From an optimization exercise on the open Yosys and OpenROAD flow, aimed at small area, a short achievable clock period and few clock cycles per item; shortcuts taken in it are not production practice.
At most, simulation tests tie the RTL to the original design; equivalence was not proved.

==> job 2193: inputs <==
// sensor_window_average_history_core
module sensor_window_average_history_core
(
    input  logic                aclk,
    input  logic                aresetn,
    input  logic                s_tvalid,
    output logic                s_tready,
    input  logic [swah_pkg::S_DATA_W-1:0] s_tdata,
    input  logic [swah_pkg::S_USER_W-1:0] s_tuser,
    output logic                m_tvalid,
    input  logic                m_tready,
    output logic [swah_pkg::M_DATA_W-1:0] m_tdata
);
==> module swah_dp, before the edit <==
module swah_dp
(
    input  logic                        aclk,
    input  logic                        aresetn,
    input  logic [swah_pkg::FIELD_W-1:0] in_x,
    input  logic                        go,
    input  logic                        p_shift,
    input  logic                        p_load,
    input  logic                        p_push,
    input  logic                        p_init,
    input  logic                        p_zero,
    input  logic                        full_next,
    input  logic                        d_init,
    input  logic                        c_upd,
    input  logic                        c_init,
    output logic [swah_pkg::FIELD_W-1:0] avg
);
    localparam int W = FIELD_W;
    logic [W-1:0]         win_reg [WIN];
    logic [W-1:0]         old_reg;
    logic [W-1:0]         init_next;
    logic [W-1:0]         head_next;
    logic                 cy_reg;
    logic [DELTA_W-1:0]   delta_reg;
    logic [W-1:0]         da_reg;
    logic [3:0]           db_reg;
    logic [W-1:0]         q_reg;
    logic [3:0]           r_reg;
    always_ff @(posedge aclk) begin
        if (p_shift) begin
            for (int i = 0; i < WIN - 1; i++) begin
                win_reg[i] <= win_reg[i+1];
            end
            win_reg[WIN-1] <= in_x;
        end
    end
    always_comb begin
        if (!aresetn) begin
            init_next = '0;
        end else if (p_load) begin
            init_next = in_x;
        end else begin
            init_next = old_reg;
        end
        head_next = p_shift ? win_reg[1] : win_reg[0];
    end
    always_ff @(posedge aclk) begin
        old_reg <= full_next ? head_next : init_next;
    end
    logic [W-1:0] sub;
    assign sub = p_zero ? '0 : old_reg;
    always_ff @(posedge aclk) begin
        if (go) begin
            delta_reg <= {in_x[W-1], in_x} - {sub[W-1], sub};
        end
    end
    function automatic logic [2:0] add3(input logic [2:0] a, input logic [2:0] b);
        add3[0] = (a[0] & b[0]) | (a[1] & b[2]) | (a[2] & b[1]);
        add3[1] = (a[0] & b[1]) | (a[1] & b[0]) | (a[2] & b[2]);
        add3[2] = (a[0] & b[2]) | (a[2] & b[0]) | (a[1] & b[1]);
    endfunction
    logic [23:0] v;
    logic [1:0]  dig  [12];
    logic [2:0]  scan [5][12];
    logic [2:0]  rem  [13];
    logic [23:0] quo;
    logic [3:0]  db_next;
    logic [W-1:0] da_next;
    always_comb begin
        v = {1'b1, ~delta_reg[DELTA_W-1], delta_reg[DELTA_W-2:2]};
        for (int k = 0; k < 12; k++) begin
            dig[k]     = v[2*k +: 2];
            scan[0][k] = {dig[k] == 2'd2, dig[k] == 2'd1, dig[k] == 2'd0 || dig[k] == 2'd3};
        end
        for (int l = 0; l < 4; l++) begin
            for (int k = 0; k < 12; k++) begin
                if (k + (1 << l) < 12) begin
                    scan[l+1][k] = add3(scan[l][k], scan[l][k + (1 << l)]);
                end else begin
                    scan[l+1][k] = scan[l][k];
                end
            end
        end
        for (int k = 0; k < 12; k++) begin
            rem[k] = scan[4][k];
        end
        rem[12] = 3'b001;
        for (int k = 0; k < 12; k++) begin
            quo[2*k+1] = (rem[k+1][1] & dig[k][1]) | rem[k+1][2];
            quo[2*k]   = (rem[k+1][0] & (dig[k] == 2'd3)) |
                         (rem[k+1][1] & !dig[k][1]) |
                         (rem[k+1][2] & (dig[k] != 2'd0));
        end
        da_next = {{(W-22){quo[21]}}, quo[21:0]};
        db_next = {rem[0][2], rem[0][1], delta_reg[1:0]};
    end
    always_ff @(posedge aclk) begin
        if (go) begin
            if (d_init) begin
                da_reg <= delta_reg[W-1:0];
                db_reg <= 4'd0;
            end else begin
                da_reg <= da_next;
                db_reg <= db_next;
            end
        end
    end
    logic [4:0] rsum;
    logic [4:0] rsum_wrap;
    logic [3:0] r_next;
    logic [4:0] cy_sum;
    logic [2:0] cy_cand;
    logic       cy_go;
    logic       cy_next;
    logic [W:0] q_sum;
    assign rsum      = {1'b0, r_reg} + {1'b0, db_reg};
    assign rsum_wrap = rsum - 5'd12;
    assign q_sum     = {q_reg, cy_reg} + {da_reg, cy_reg};
    always_comb begin
        if (!aresetn) begin
            r_next = '0;
        end else if (c_upd) begin
            if (c_init) begin
                r_next = '0;
            end else begin
                r_next = cy_reg ? rsum_wrap[3:0] : rsum[3:0];
            end
        end else begin
            r_next = r_reg;
        end
        cy_cand[0] = ({1'b0, r_next} + {3'b0, delta_reg[1:0]}) >= 5'd12;
        cy_cand[1] = ({1'b0, r_next} + {3'b0, delta_reg[1:0]}) >= 5'd8;
        cy_cand[2] = ({1'b0, r_next} + {3'b0, delta_reg[1:0]}) >= 5'd4;
        cy_go   = !d_init && ((rem[0][0] && cy_cand[0]) ||
                              (rem[0][1] && cy_cand[1]) ||
                              (rem[0][2] && cy_cand[2]));
        cy_sum  = {1'b0, r_next} + {1'b0, db_reg};
        cy_next = go ? cy_go : (cy_sum >= 5'd12);
    end
    always_ff @(posedge aclk) begin
        r_reg  <= r_next;
        cy_reg <= cy_next;
        if (!aresetn) begin
            q_reg <= '0;
        end else if (c_upd) begin
            if (c_init) begin
                q_reg <= da_reg;
            end else begin
                q_reg <= q_sum[W:1];
            end
        end
    end
    assign avg = q_reg + W'(q_reg[W-1] && (r_reg != 4'd0));
endmodule
clock: 8.0 ns
lec_check: 0
cap_margin: 20
core_margin: 2
core_utilization: 40
cts_buf_list: sky130_fd_sc_hd__clkbuf_4 sky130_fd_sc_hd__clkbuf_8
place_density: 0.6
setup_slack_margin: 5.0
slew_margin: 20
tns_end_percent: 10
standard.sh (not shown) runs the stock make flow with config.mk's settings and CLKGATE_MAP_FILE= SYNTH_SCRIPT=/design/flow/synth_recipe.tcl, a recipe that flattens the netlist after the stock synthesis.
==> flow/flow/run.sh <==
#!/bin/bash
# Layout flow: the standard ORFS flow (standard.sh) with two changes that
# leave the design, constraints and measurement alone:
#  - the port buffers that buffer_ports inserts are plain buf cells rather than
#    whatever buffer it picks by default (it picks delay cells on sky130hd);
#  - the resizer may swap a cell for one with another footprint.
# Each tool's output goes to a log file in this folder.
set -euo pipefail
sed 's| "\${@:-finish}"| MATCH_CELL_FOOTPRINT=0 BUFFER_PORTS_ARGS="-buffer_cell sky130_fd_sc_hd__buf_2" "${@:-finish}"|' \
    standard.sh > flow_standard.sh
grep -q 'MATCH_CELL_FOOTPRINT=0' flow_standard.sh
bash flow_standard.sh > orfs_make.log 2>&1
test -s out/final.def
==> job 1549: changes against job 2193 <==
==> flow/design.v (replaced) <==
package swah_pkg;
    localparam int NCH = 3;
    localparam int FIELD_W  = 24;
    localparam int HOURS_W  = 7;
    localparam int CMD_W    = 2;
    localparam int S_DATA_W = 72;
    localparam int S_USER_W = 8;
    localparam int M_DATA_W = 80;
    localparam int WIN       = 12;
    localparam int HOURS_MAX = 8;
    localparam int DELTA_W = FIELD_W + 1;
    localparam logic [CMD_W-1:0] CMD_INIT = 2'd0;
    localparam logic [CMD_W-1:0] CMD_PUSH = 2'd1;
    localparam logic [CMD_W-1:0] CMD_TICK = 2'd2;
    localparam logic [CMD_W-1:0] CMD_DAY  = 2'd3;
endpackage
import swah_pkg::*;
module swah_ctrl
(
    input  logic                       aclk,
    input  logic                       aresetn,
    input  logic                       s_tvalid,
    input  logic [swah_pkg::CMD_W-1:0] s_cmd,
    input  logic                       m_tready,
    output logic                       s_tready,
    output logic                       m_tvalid,
    output logic                       go,
    output logic                       p_shift,
    output logic                       p_load,
    output logic                       p_push,
    output logic                       p_init,
    output logic                       full,
    output logic                       d_init,
    output logic                       c_en,
    output logic                       c_init,
    output logic                       h_en,
    output logic                       h_sel_t,
    output logic                       t_en,
    output logic [3:0]                 hours
);
    logic                       in_v, p_v, d_v;
    logic [swah_pkg::CMD_W-1:0] in_cmd, p_cmd, d_cmd;
    logic [3:0]                 fill_cnt;
    logic                       pending;
    logic [1:0]                 cnt;
    logic                       mv;
    logic                       wr;
    logic                       pop;
    logic [1:0]                 cnt_next;
    logic                       pending_next;
    logic                       go_next;
    logic                       in_v_next, p_v_next, d_v_next;
    logic [swah_pkg::CMD_W-1:0] in_cmd_next, p_cmd_next, d_cmd_next;
    logic                       go_reg, shift_reg, load_reg, c_en_reg, t_en_reg, sel_t_reg;
    assign go       = go_reg;
    assign s_tready = go_reg;
    assign m_tvalid = mv;
    assign p_shift = shift_reg;
    assign p_load  = load_reg;
    assign p_push  = (in_cmd == CMD_PUSH);
    assign p_init  = (in_cmd == CMD_INIT);
    assign d_init  = (p_cmd == CMD_INIT);
    assign c_en    = c_en_reg;
    assign c_init  = (d_cmd == CMD_INIT);
    assign wr      = pending && t_en_reg;
    assign pop     = mv && m_tready;
    assign h_en    = !mv || m_tready;
    assign h_sel_t = sel_t_reg;
    assign t_en    = t_en_reg;
    always_comb begin
        cnt_next = cnt;
        if (wr && !pop)      cnt_next = cnt + 2'd1;
        else if (!wr && pop) cnt_next = cnt - 2'd1;
        pending_next = c_en_reg || (pending && !wr);
        go_next      = !pending_next || (cnt_next != 2'd2);
        in_v_next    = go_reg ? s_tvalid : in_v;
        in_cmd_next  = go_reg ? s_cmd    : in_cmd;
        p_v_next     = go_reg ? in_v     : p_v;
        p_cmd_next   = go_reg ? in_cmd   : p_cmd;
        d_v_next     = go_reg ? p_v      : d_v;
        d_cmd_next   = go_reg ? p_cmd    : d_cmd;
    end
    always_ff @(posedge aclk) begin
        if (!aresetn) begin
            in_v      <= 1'b0;
            p_v       <= 1'b0;
            d_v       <= 1'b0;
            pending   <= 1'b0;
            cnt       <= 2'd0;
            mv        <= 1'b0;
            go_reg    <= 1'b1;
            shift_reg <= 1'b0;
            load_reg  <= 1'b0;
            c_en_reg  <= 1'b0;
            t_en_reg  <= 1'b1;
            sel_t_reg <= 1'b0;
            fill_cnt  <= 4'd0;
            full      <= 1'b0;
            hours     <= 4'd0;
        end else begin
            in_v      <= in_v_next;
            p_v       <= p_v_next;
            d_v       <= d_v_next;
            pending   <= pending_next;
            cnt       <= cnt_next;
            mv        <= (cnt_next != 2'd0);
            go_reg    <= go_next;
            shift_reg <= go_next && in_v_next && (in_cmd_next == CMD_PUSH);
            load_reg  <= go_next && in_v_next && (in_cmd_next == CMD_INIT);
            c_en_reg  <= go_next && d_v_next;
            t_en_reg  <= (cnt_next != 2'd2);
            sel_t_reg <= (cnt_next == 2'd2);
            if (load_reg) begin
                fill_cnt <= 4'd0;
                full     <= 1'b0;
            end else if (shift_reg && !full) begin
                fill_cnt <= fill_cnt + 4'd1;
                full     <= (fill_cnt == 4'(WIN - 1));
            end
            if (c_en_reg && c_init) begin
                hours <= 4'd0;
            end else if (c_en_reg && d_cmd == CMD_TICK && hours != 4'(HOURS_MAX)) begin
                hours <= hours + 4'd1;
            end
        end
    end
    always_ff @(posedge aclk) begin
        in_cmd <= in_cmd_next;
        p_cmd  <= p_cmd_next;
        d_cmd  <= d_cmd_next;
    end
endmodule
import swah_pkg::*;
module swah_dp
(
    input  logic                        aclk,
    input  logic                        aresetn,
    input  logic [swah_pkg::FIELD_W-1:0] in_x,
    input  logic                        go,
    input  logic                        p_shift,
    input  logic                        p_load,
    input  logic                        p_push,
    input  logic                        p_init,
    input  logic                        full,
    input  logic                        d_init,
    input  logic                        c_en,
    input  logic                        c_init,
    output logic [swah_pkg::FIELD_W-1:0] avg
);
    localparam int W = FIELD_W;
    logic [W-1:0]         win_reg [WIN];
    logic [W-1:0]         init_reg;
    logic [W-1:0]         oldest;
    logic [DELTA_W-1:0]   delta_reg;
    logic [W-1:0]         da_reg;
    logic [3:0]           db_reg;
    logic [W-1:0]         q_reg;
    logic [3:0]           r_reg;
    assign oldest = full ? win_reg[0] : init_reg;
    always_ff @(posedge aclk) begin
        if (p_shift) begin
            for (int i = 0; i < WIN - 1; i++) begin
                win_reg[i] <= win_reg[i+1];
            end
            win_reg[WIN-1] <= in_x;
        end
    end
    always_ff @(posedge aclk) begin
        if (!aresetn) begin
            init_reg <= '0;
        end else if (p_load) begin
            init_reg <= in_x;
        end
    end
    always_ff @(posedge aclk) begin
        if (go) begin
            if (p_init) begin
                delta_reg <= {in_x[W-1], in_x};
            end else if (p_push) begin
                delta_reg <= {in_x[W-1], in_x} - {oldest[W-1], oldest};
            end else begin
                delta_reg <= '0;
            end
        end
    end
    function automatic logic [2:0] add3(input logic [2:0] a, input logic [2:0] b);
        add3[0] = (a[0] & b[0]) | (a[1] & b[2]) | (a[2] & b[1]);
        add3[1] = (a[0] & b[1]) | (a[1] & b[0]) | (a[2] & b[2]);
        add3[2] = (a[0] & b[2]) | (a[2] & b[0]) | (a[1] & b[1]);
    endfunction
    logic [23:0] v;
    logic [1:0]  dig  [12];
    logic [2:0]  scan [5][12];
    logic [2:0]  rem  [13];
    logic [23:0] quo;
    logic [3:0]  db_next;
    logic [W-1:0] da_next;
    always_comb begin
        v = {1'b1, ~delta_reg[DELTA_W-1], delta_reg[DELTA_W-2:2]};
        for (int k = 0; k < 12; k++) begin
            dig[k]     = v[2*k +: 2];
            scan[0][k] = {dig[k] == 2'd2, dig[k] == 2'd1, dig[k] == 2'd0 || dig[k] == 2'd3};
        end
        for (int l = 0; l < 4; l++) begin
            for (int k = 0; k < 12; k++) begin
                if (k + (1 << l) < 12) begin
                    scan[l+1][k] = add3(scan[l][k], scan[l][k + (1 << l)]);
                end else begin
                    scan[l+1][k] = scan[l][k];
                end
            end
        end
        for (int k = 0; k < 12; k++) begin
            rem[k] = scan[4][k];
        end
        rem[12] = 3'b001;
        for (int k = 0; k < 12; k++) begin
            quo[2*k+1] = (rem[k+1][1] & dig[k][1]) | rem[k+1][2];
            quo[2*k]   = (rem[k+1][0] & (dig[k] == 2'd3)) |
                         (rem[k+1][1] & !dig[k][1]) |
                         (rem[k+1][2] & (dig[k] != 2'd0));
        end
        da_next = {{(W-22){quo[21]}}, quo[21:0]};
        db_next = {rem[0][2], rem[0][1], delta_reg[1:0]};
    end
    always_ff @(posedge aclk) begin
        if (go) begin
            if (d_init) begin
                da_reg <= delta_reg[W-1:0];
                db_reg <= 4'd0;
            end else begin
                da_reg <= da_next;
                db_reg <= db_next;
            end
        end
    end
    logic [4:0] rsum;
    logic [4:0] rsum_wrap;
    logic       carry;
    logic [W-1:0] q_plus0, q_plus1;
    assign q_plus0 = q_reg + da_reg;
    assign q_plus1 = q_reg + da_reg + W'(1);
    assign rsum  = {1'b0, r_reg} + {1'b0, db_reg};
    assign rsum_wrap = rsum - 5'd12;
    assign carry = (rsum >= 5'd12);
    always_ff @(posedge aclk) begin
        if (!aresetn) begin
            q_reg <= '0;
            r_reg <= '0;
        end else if (c_en) begin
            if (c_init) begin
                q_reg <= da_reg;
                r_reg <= '0;
            end else begin
                q_reg <= carry ? q_plus1 : q_plus0;
                r_reg <= carry ? rsum_wrap[3:0] : rsum[3:0];
            end
        end
    end
    assign avg = q_reg + W'(q_reg[W-1] && (r_reg != 4'd0));
endmodule
import swah_pkg::*;
module sensor_window_average_history_core
(
    input  logic                aclk,
    input  logic                aresetn,
    input  logic                s_tvalid,
    output logic                s_tready,
    input  logic [swah_pkg::S_DATA_W-1:0] s_tdata,
    input  logic [swah_pkg::S_USER_W-1:0] s_tuser,
    output logic                m_tvalid,
    input  logic                m_tready,
    output logic [swah_pkg::M_DATA_W-1:0] m_tdata
);
    localparam int RES_W = NCH * FIELD_W + 4;
    logic                  go;
    logic                  p_shift, p_load, p_push, p_init, full;
    logic                  d_init;
    logic                  c_en, c_init;
    logic                  h_en, h_sel_t, t_en;
    logic [3:0]            hours;
    logic [S_DATA_W-1:0]   in_data;
    logic [FIELD_W-1:0]    avg [NCH];
    logic [RES_W-1:0]      res;
    logic [RES_W-1:0]      head_reg;
    logic [RES_W-1:0]      tail_reg;
    swah_ctrl u_ctrl (
        .aclk     (aclk),
        .aresetn  (aresetn),
        .s_tvalid (s_tvalid),
        .s_cmd    (s_tuser[CMD_W-1:0]),
        .m_tready (m_tready),
        .s_tready (s_tready),
        .m_tvalid (m_tvalid),
        .go       (go),
        .p_shift  (p_shift),
        .p_load   (p_load),
        .p_push   (p_push),
        .p_init   (p_init),
        .full     (full),
        .d_init   (d_init),
        .c_en     (c_en),
        .c_init   (c_init),
        .h_en     (h_en),
        .h_sel_t  (h_sel_t),
        .t_en     (t_en),
        .hours    (hours)
    );
    always_ff @(posedge aclk) begin
        if (go) begin
            in_data <= s_tdata;
        end
    end
    for (genvar c = 0; c < NCH; c++) begin : g_ch
        swah_dp u_dp (
            .aclk    (aclk),
            .aresetn (aresetn),
            .in_x    (in_data[c*FIELD_W +: FIELD_W]),
            .go      (go),
            .p_shift (p_shift),
            .p_load  (p_load),
            .p_push  (p_push),
            .p_init  (p_init),
            .full    (full),
            .d_init  (d_init),
            .c_en    (c_en),
            .c_init  (c_init),
            .avg     (avg[c])
        );
    end
    assign res = {hours, avg[2], avg[1], avg[0]};
    always_ff @(posedge aclk) begin
        if (t_en) begin
            tail_reg <= res;
        end
        if (h_en) begin
            head_reg <= h_sel_t ? tail_reg : res;
        end
    end
    assign m_tdata = {1'b0, 3'b000, head_reg};
endmodule
==> flow/run.sh (new file) <==
#!/bin/bash
# synth_recipe.tcl (not shown) runs the flow's synth.tcl, then flattens the netlist and writes it again
# the make line also repeats each setting of config.mk as NAME=value (left out here)
make -C /OpenROAD-flow-scripts/flow DESIGN_CONFIG=/design/flow/config.mk WORK_HOME=/design/flow/orfs CLKGATE_MAP_FILE= SYNTH_SCRIPT=/design/flow/synth_recipe.tcl finish
- CTS_BUF_LIST: sky130_fd_sc_hd__clkbuf_4 sky130_fd_sc_hd__clkbuf_8 -> not set
- SETUP_SLACK_MARGIN: 5.0 -> not set
- TNS_END_PERCENT: 10 -> not set
removed: flow/flow/run.sh
removed: flow/standard.sh
==> job 761: changes against job 2193 <==
--- a/flow/design.v
+++ b/flow/design.v
@@ -159,46 +159,40 @@
     input  logic                        p_zero,
     input  logic                        full_next,
     input  logic                        d_init,
     input  logic                        c_upd,
     input  logic                        c_init,
     output logic [swah_pkg::FIELD_W-1:0] avg
 );
     localparam int W = FIELD_W;
-    logic [W-1:0]         win_reg [WIN];
+    logic [W-1:0]         win_reg [1:WIN-1];
     logic [W-1:0]         old_reg;
-    logic [W-1:0]         init_next;
-    logic [W-1:0]         head_next;
     logic                 cy_reg;
     logic [DELTA_W-1:0]   delta_reg;
     logic [W-1:0]         da_reg;
     logic [3:0]           db_reg;
     logic [W-1:0]         q_reg;
     logic [3:0]           r_reg;
     always_ff @(posedge aclk) begin
         if (p_shift) begin
-            for (int i = 0; i < WIN - 1; i++) begin
+            for (int i = 1; i < WIN - 1; i++) begin
                 win_reg[i] <= win_reg[i+1];
             end
             win_reg[WIN-1] <= in_x;
         end
     end
-    always_comb begin
+    always_ff @(posedge aclk) begin
         if (!aresetn) begin
-            init_next = '0;
+            old_reg <= '0;
         end else if (p_load) begin
-            init_next = in_x;
-        end else begin
-            init_next = old_reg;
+            old_reg <= in_x;
+        end else if (full_next && p_shift) begin
+            old_reg <= win_reg[1];
         end
-        head_next = p_shift ? win_reg[1] : win_reg[0];
-    end
-    always_ff @(posedge aclk) begin
-        old_reg <= full_next ? head_next : init_next;
     end
     logic [W-1:0] sub;
     assign sub = p_zero ? '0 : old_reg;
     always_ff @(posedge aclk) begin
         if (go) begin
             delta_reg <= {in_x[W-1], in_x} - {sub[W-1], sub};
         end
     end
@@ -217,18 +211,18 @@
     always_comb begin
         v = {1'b1, ~delta_reg[DELTA_W-1], delta_reg[DELTA_W-2:2]};
         for (int k = 0; k < 12; k++) begin
             dig[k]     = v[2*k +: 2];
             scan[0][k] = {dig[k] == 2'd2, dig[k] == 2'd1, dig[k] == 2'd0 || dig[k] == 2'd3};
         end
         for (int l = 0; l < 4; l++) begin
             for (int k = 0; k < 12; k++) begin
-                if (k + (1 << l) < 12) begin
-                    scan[l+1][k] = add3(scan[l][k], scan[l][k + (1 << l)]);
+                if (((11 - k) >> l) % 2 == 1) begin
+                    scan[l+1][k] = add3(scan[l][k], scan[l][11 - (((11 - k) >> l) << l) + 1]);
                 end else begin
                     scan[l+1][k] = scan[l][k];
                 end
             end
         end
         for (int k = 0; k < 12; k++) begin
             rem[k] = scan[4][k];
         end
==> flow/flow/run.sh (replaced) <==
#!/bin/bash
# Layout flow: the standard ORFS flow (standard.sh) with two changes that
# leave the design, constraints and measurement alone:
#  - the port buffers that buffer_ports inserts are plain buf cells rather than
#    whatever buffer it picks by default (it picks delay cells on sky130hd);
#  - the resizer may swap a cell for one with another footprint.
# Each tool's output goes to a log file in this folder.
set -euo pipefail
sed 's| "\${@:-finish}"| MATCH_CELL_FOOTPRINT=0 MAX_REPAIR_ANTENNAS_ITER_DRT=10 MAX_REPAIR_ANTENNAS_ITER_GRT=10 BUFFER_PORTS_ARGS="-buffer_cell sky130_fd_sc_hd__buf_2" "${@:-finish}"|' \
    standard.sh > flow_standard.sh
grep -q 'MATCH_CELL_FOOTPRINT=0' flow_standard.sh
bash flow_standard.sh > orfs_make.log 2>&1
test -s out/final.def
- CTS_BUF_LIST: sky130_fd_sc_hd__clkbuf_4 sky130_fd_sc_hd__clkbuf_8 -> not set
- CTS_CLUSTER_DIAMETER: not set -> 100
- CTS_CLUSTER_SIZE: not set -> 20
==> flow_summary.toml <==
[critical_path]
crit_buf_inv = 3
slowest_stage = "edfxtp_1"
reg2reg_slack_ps = 4520

[power_and_ir_drop]
power_frac_seq = 0.525

[layout]
regArea_um2 = 39200
fill_cells = 13089
seq-cell-share = 0.583

[yosys]
synth_compound_area_frac = 0.114

[outcome]
status = "finished clean"
(the above is from job 761)
==> flow_summary.toml <==
[outcome]
status = "failed layout checks"
so.violations = "antenna violations"

[critical_path]
reg2reg_slack_ps = 4760
crit_chain = "buf_12, nor2b_2, ha_2, fa_2, nor2b_2, o31a_1, o311a_1, o211ai_1, a31oi_2, o2111ai_2, nand3_2, a311oi_2, a21o_1"
slowest_stage = "dfxtp_4"

[layout]
regArea_um2 = 41300
seq-cell-share = 0.552
fill_cells = 13785

[yosys]
avgSynthCellArea_um2 = 13.6
synth_top_family_by_area = "compound AO/OA/AOI/OAI gates"
synth_compound_area_frac = 0.122
yosys-top-cells-count = "edfxtp_1, nor2_1, ha_1"

[placed_design]
routabilityCongestion = 0.861
placed_cell_area_um2 = 66300

[route]
ant_nets = 1

[grt]
antenna_found_initial = 9
(the above is from job 2193)
==> flow_summary.toml <==
[critical_path]
crit_buf_inv = 1
slowest_stage = "dfxtp_4"
reg2reg_slack_ps = 3410

[layout]
multi_input_area_share = 0.296
regArea_um2 = 41200
seq-cell-share = 0.564

[power_and_ir_drop]
power_frac_seq = 0.463

[yosys]
synth_compound_area_frac = 0.108

[outcome]
status = "finished clean"
(the above is from job 1549)
Testbench counts of job 2193, summed over its fixed seeds: cycles 12,048, items 12,000.
No functional check of the RTL was part of job 1549 and job 761.

==> separate check: timing with driven ports <==
How much do the figures lean on ideal ports? The routed layouts below were timed once more, with nothing changed but the port constraints. Step 1 (the two cells are an assumption about what drives the block):
set clk [get_ports {aclk}]
set_driving_cell -lib_cell sky130_fd_sc_hd__clkbuf_16 $clk
set_driving_cell -lib_cell sky130_fd_sc_hd__buf_2 [delete_from_list [all_inputs] $clk]
Step 2, shift: input delay + t, output delay - t, t = (earliest + latest rising clock arrival at the registers) / 2. This alone moves slack from input paths to output paths. a / b / c = ideal ports / drivers / drivers and shift; a / b = the first two.
run | t, ns | slack for setup (ns) | worst data-port slew with drivers (ns)
job 2193 | 0.995 | 4.756 / 4.756 / 3.877 | 0.09
job 1549 | 0.841 | 3.410 / 3.410 / 3.410 | 0.07
job 761 | 0.770 | 4.522 / 4.522 / 4.021 | 0.05
The setup slack of job 2193, which loses most, moves by 0.000 ns with the drivers and by -0.879 ns with both steps.
